Source: an optimization exercise on an open RTL-to-GDS flow (aim: small area, a short achievable clock period and few clock cycles per item). Production flows keep margins and buffers that such runs may drop. RTL that was checked went through simulation tests only; none was proved equivalent to the original. No activity file was given, so power comes from the tool's default toggle rates.

the baseline:
==> flow/design.v (excerpt) <==
module lc4_pipeline #(
   parameter logic [15:0] RESET_PC = 16'h8200
) (
   input  wire         gwe,
   input  wire         i_rst_n,
   output logic [15:0] o_cur_pc,
   input  wire  [15:0] i_cur_insn,
   output logic [15:0] o_dmem_addr,
   output logic        o_dmem_we,
   output logic [15:0] o_dmem_towrite,
   input  wire  [15:0] i_cur_dmem_data,
   output logic [1:0]  o_trace_stall,
   output logic [15:0] o_trace_pc,
   output logic [15:0] o_trace_insn,
   output logic        o_trace_regfile_we,
   output logic [2:0]  o_trace_wsel,
   output logic [15:0] o_trace_wdata,
   output logic        o_trace_nzp_we,
   output logic [2:0]  o_trace_nzp_bits,
   output logic        o_trace_dmem_we,
   output logic [15:0] o_trace_dmem_addr,
   output logic [15:0] o_trace_dmem_data
);
Size: about 2,000 cells after synthesis, ~280 flip-flops, about 170 I/O pins, about 0.018 mm^2 of cells after synthesis.
==> flow/config.mk <==
export PLATFORM = sky130hd
export DESIGN_NAME = lc4_pipeline
export DESIGN_NICKNAME = lc4_pipeline
export VERILOG_FILES = /design/flow/design.v
export SDC_FILE = /design/flow/constraint.sdc
export NUM_CORES = 4
export LEC_CHECK = 0
export ABC_CLOCK_PERIOD_IN_PS = 3500
export CAP_MARGIN = 20
export CORE_MARGIN = 2
export CORE_UTILIZATION = 50
export SETUP_SLACK_MARGIN = 3.5
export SLEW_MARGIN = 20
==> flow/constraint.sdc <==
create_clock -name core_clock -period 7.0 [get_ports {gwe}]
set_input_delay 1.4000 -clock core_clock [delete_from_list [all_inputs] [get_ports {gwe}]]
set_output_delay 1.4000 -clock core_clock [all_outputs]
set_load 0.01 [all_outputs]
standard.sh (not shown) runs the stock make flow with config.mk's settings and CLKGATE_MAP_FILE= SYNTH_SCRIPT=/design/flow/synth_recipe.tcl, a recipe that flattens the netlist after the stock synthesis.
==> flow/flow/run.sh <==
#!/bin/bash
# Standard layout, with each port buffered by the smallest buffer cell
set -euo pipefail
export BUFFER_PORTS_ARGS="-buffer_cell sky130_fd_sc_hd__buf_1"
bash standard.sh > standard.log 2>&1
## Diff of input files: the candidate against the baseline
==> flow/run.sh (new file) <==
#!/bin/bash
# synth_recipe.tcl (not shown) runs the flow's synth.tcl, then flattens the netlist and writes it again
# the make line also repeats each setting of config.mk as NAME=value (left out here)
make -C /OpenROAD-flow-scripts/flow DESIGN_CONFIG=/design/flow/config.mk WORK_HOME=/design/flow/orfs CLKGATE_MAP_FILE= SYNTH_SCRIPT=/design/flow/synth_recipe.tcl finish
removed: flow/flow/run.sh
removed: flow/standard.sh
## What came out
- Comparing fraction of area in multi-input gates for the baseline and the candidate, the smaller number came from the candidate.
- Relative to the baseline, number of cells on the critical path increased by 2 in the candidate.
- Compared with the baseline, in the candidate total power has decreased, share of power burned in the clock network has decreased, number of signal-net buffers in the layout has increased.
- Lower share of the cycle needed by the critical path after routing among the baseline and the candidate: the candidate
Function was not checked in any run of this note: the RTL went through the layout flow alone.

## cedar
lc4_pipeline, a different RTL version from the one above (not shown whole).
Size: about 340 flip-flops, ~170 I/O pins, about 20000 µm² of cells after synthesis.
export LEC_CHECK = 0
export ABC_AREA = 1
export CAP_MARGIN = 20
export CORE_MARGIN = 2
export CORE_UTILIZATION = 58
export CTS_CLUSTER_DIAMETER = 100
export CTS_CLUSTER_SIZE = 22
export SETUP_SLACK_MARGIN = 3.5
export SLEW_MARGIN = 20
create_clock -name core_clock -period 7.0 [get_ports {gwe}]
==> flow/flow/run.sh <==
#!/bin/bash
# Standard layout, with each port buffered by the smallest buffer cell, and with adders and
# compressors left to abc as plain gates rather than full/half adder cells
set -euo pipefail
export BUFFER_PORTS_ARGS="-buffer_cell sky130_fd_sc_hd__buf_1"
export ADDER_MAP_FILE=
bash standard.sh > standard.log 2>&1
## Diff of input files: garnet against cedar
diff --git a/flow/config.mk b/flow/config.mk
--- a/flow/config.mk
+++ b/flow/config.mk
@@ -10,6 +10,6 @@
 export CORE_MARGIN = 2
-export CORE_UTILIZATION = 58
+export CORE_UTILIZATION = 50
 export CTS_CLUSTER_DIAMETER = 100
 export CTS_CLUSTER_SIZE = 22
-export SETUP_SLACK_MARGIN = 3.5
+export SETUP_SLACK_MARGIN = 4.2
 export SLEW_MARGIN = 20
==> notes.md <==
cedar → garnet: multi-input gate area in the final layout rose by 20%; routed wire length rose 18%; ratio of cells with drive above 1 in the final layout saw an increase; count of clock-buffer cells in the layout flat. Peak fanout along the critical path (lower): garnet. cedar vs garnet, beginning of the critical path: x_a_q[0] vs c_val_q[14]. garnet vs cedar: overall power consumption up by more than 10%. Fraction of the cycle the final worst path needs (garnet over cedar): decrease, 2.2 points. Against cedar, area of the die in garnet came out worse.
Relative to garnet, the following input files were edited for violet:
diff --git a/flow/config.mk b/flow/config.mk
--- a/flow/config.mk
+++ b/flow/config.mk
@@ -13,3 +13,3 @@
 export CTS_CLUSTER_SIZE = 22
-export SETUP_SLACK_MARGIN = 4.2
+export SETUP_SLACK_MARGIN = 3.5
 export SLEW_MARGIN = 20
The standard cell with the maximum stage delay on the critical path comes out nor4_4 in one run and a221oi_1 in the other, namely in garnet and violet respectively. The power number comes out higher for garnet vs violet. violet against garnet: number of nets in the final layout -182; via count -1463; largest voltage drop on the vdd net -85 µV. Relative to garnet, the count of cell instances traversed by the critical path of violet is higher by 8. Critical path data required time, violet and garnet: smaller value in garnet.
No run of this note included a check of the RTL's function; only the layout flow was run.

Another version of the RTL of lc4_pipeline (not shown whole).
For scale: ~2200 cells after synthesis, about 320 flip-flops, roughly 170 I/O pins, ~20000 um2 of cells after synthesis.
clock: 7.0 ns
lec_check: 0
abc_clock_period_in_ps: 3500
cap_margin: 20
core_margin: 2
core_utilization: 50
cts_cluster_diameter: 100
cts_cluster_size: 22
setup_slack_margin: 3.5
slew_margin: 20
Scripts as last shown in full above: flow/flow/run.sh
Testbench counts at the start, summed over its fixed seeds: cycles 16,466, items 16,000.
Rerun with:
--- a/flow/config.mk
+++ b/flow/config.mk
@@ -8 +8 @@
-export ABC_CLOCK_PERIOD_IN_PS = 3500
+export ABC_CLOCK_PERIOD_IN_PS = 2800
@@ -14 +14 @@
-export SETUP_SLACK_MARGIN = 3.5
+export SETUP_SLACK_MARGIN = 3.8
After rerunning:
- The changed run completed without violations
- maximum frequency falls by about 0.4%
- register-to-register slack is about the same
- setup slack gets worse by 14 ps
- hold slack stays flat
- via count increases by 1.5%
- final area rose by about 3.6%
- global-route usage goes up by 1.1 points

run Z:
lc4_pipeline with an RTL version that a note above also has.
Size in the first run: ~2900 cells after synthesis, roughly 340 flip-flops, about 170 I/O pins.
Design lc4_pipeline, start of the top module:
module lc4_pipeline #(
   parameter logic [15:0] RESET_PC = 16'h8200
) (
   input  wire         gwe,
   input  wire         i_rst_n,
   output logic [15:0] o_cur_pc,
   input  wire  [15:0] i_cur_insn,
   output logic [15:0] o_dmem_addr,
   output logic        o_dmem_we,
   output logic [15:0] o_dmem_towrite,
   input  wire  [15:0] i_cur_dmem_data,
   output logic [1:0]  o_trace_stall,
   output logic [15:0] o_trace_pc,
   output logic [15:0] o_trace_insn,
   output logic        o_trace_regfile_we,
   output logic [2:0]  o_trace_wsel,
   output logic [15:0] o_trace_wdata,
   output logic        o_trace_nzp_we,
   output logic [2:0]  o_trace_nzp_bits,
   output logic        o_trace_dmem_we,
   output logic [15:0] o_trace_dmem_addr,
   output logic [15:0] o_trace_dmem_data
);
export LEC_CHECK = 0
export ABC_AREA = 1
export CAP_MARGIN = 20
export CORE_MARGIN = 2
export CORE_UTILIZATION = 50
export CTS_CLUSTER_DIAMETER = 100
export CTS_CLUSTER_SIZE = 22
export SETUP_SLACK_MARGIN = 3.8
export SLEW_MARGIN = 20
create_clock -name core_clock -period 7.0 [get_ports {gwe}]
Scripts as last shown in full above: flow/flow/run.sh
No stage failed in run Z, and the final checks on the layout all came back clean.
Setup changes, run Z to run M
- setting ABC_CLOCK_PERIOD_IN_PS to 3500 for the first time
- removing ABC_AREA (formerly 1)
- changing SETUP_SLACK_MARGIN from 3.8 to 3.5
Results
Going from run Z to run M, internal power contribution grew by more than 10%.
In the reports for run M and run Z, the smaller tightest slew margin relative to the limit belongs to run M.
Wire length: run M vs run Z down 9.9%
Taking run Z as the reference, in run M power consumption has increased, post-synth design cell area has increased, post-synth net total has decreased, non-filler instance count after layout has decreased.
Run comparison: run M kind of critical path input pin to flip-flop; run Z kind of critical path flip-flop to flip-flop
Function was not checked in any run of this note: the RTL went through the layout flow alone.

-- separate check: timing with driven ports --
How much do the figures lean on ideal ports? The routed layouts below were timed once more, with nothing changed but the port constraints.
Step 1 sets driving cells, clkbuf_16 on the clock port and buf_2 on the other inputs (assumed; they add their load-dependent delay and slew).
Step 2 adds t to the input delays and takes it off the output delays; t is the mean of the earliest and latest rising clock arrival at the registers after step 1. Input paths then give back, and output paths get back, about the clock's delay inside the block.
Slacks: no drivers / after step 1 / after step 2; pairs: no drivers / after step 1.
run	t (ns)	slack for setup (ns)	hold WS [ns]
the baseline	0.645	2.525 / 2.473 / 2.509	0.325 / 0.325 / 0.325
the candidate	0.634	2.675 / 2.618 / 2.293	0.322 / 0.322 / 0.322
cedar	0.611	3.626 / 3.626 / 3.075	0.307 / 0.307 / 0.307
garnet	0.617	3.779 / 3.720 / 3.527	0.332 / 0.332 / 0.332
violet	0.590	3.601 / 3.615 / 3.025	0.328 / 0.328 / 0.328
the first run of note 3	0.607	3.493 / 3.503 / 2.896	0.332 / 0.332 / 0.332
the second run of note 3	0.605	3.479 / 3.488 / 2.883	0.333 / 0.333 / 0.333
run Z	0.595	3.882 / 3.844 / 3.322	0.328 / 0.328 / 0.328
run M	0.601	3.381 / 3.387 / 2.786	0.324 / 0.324 / 0.324
After both steps every run listed still meets setup and hold. The setup slack of the first run of note 3, which loses most, moves by +0.010 ns with the drivers and by -0.597 ns with both steps.
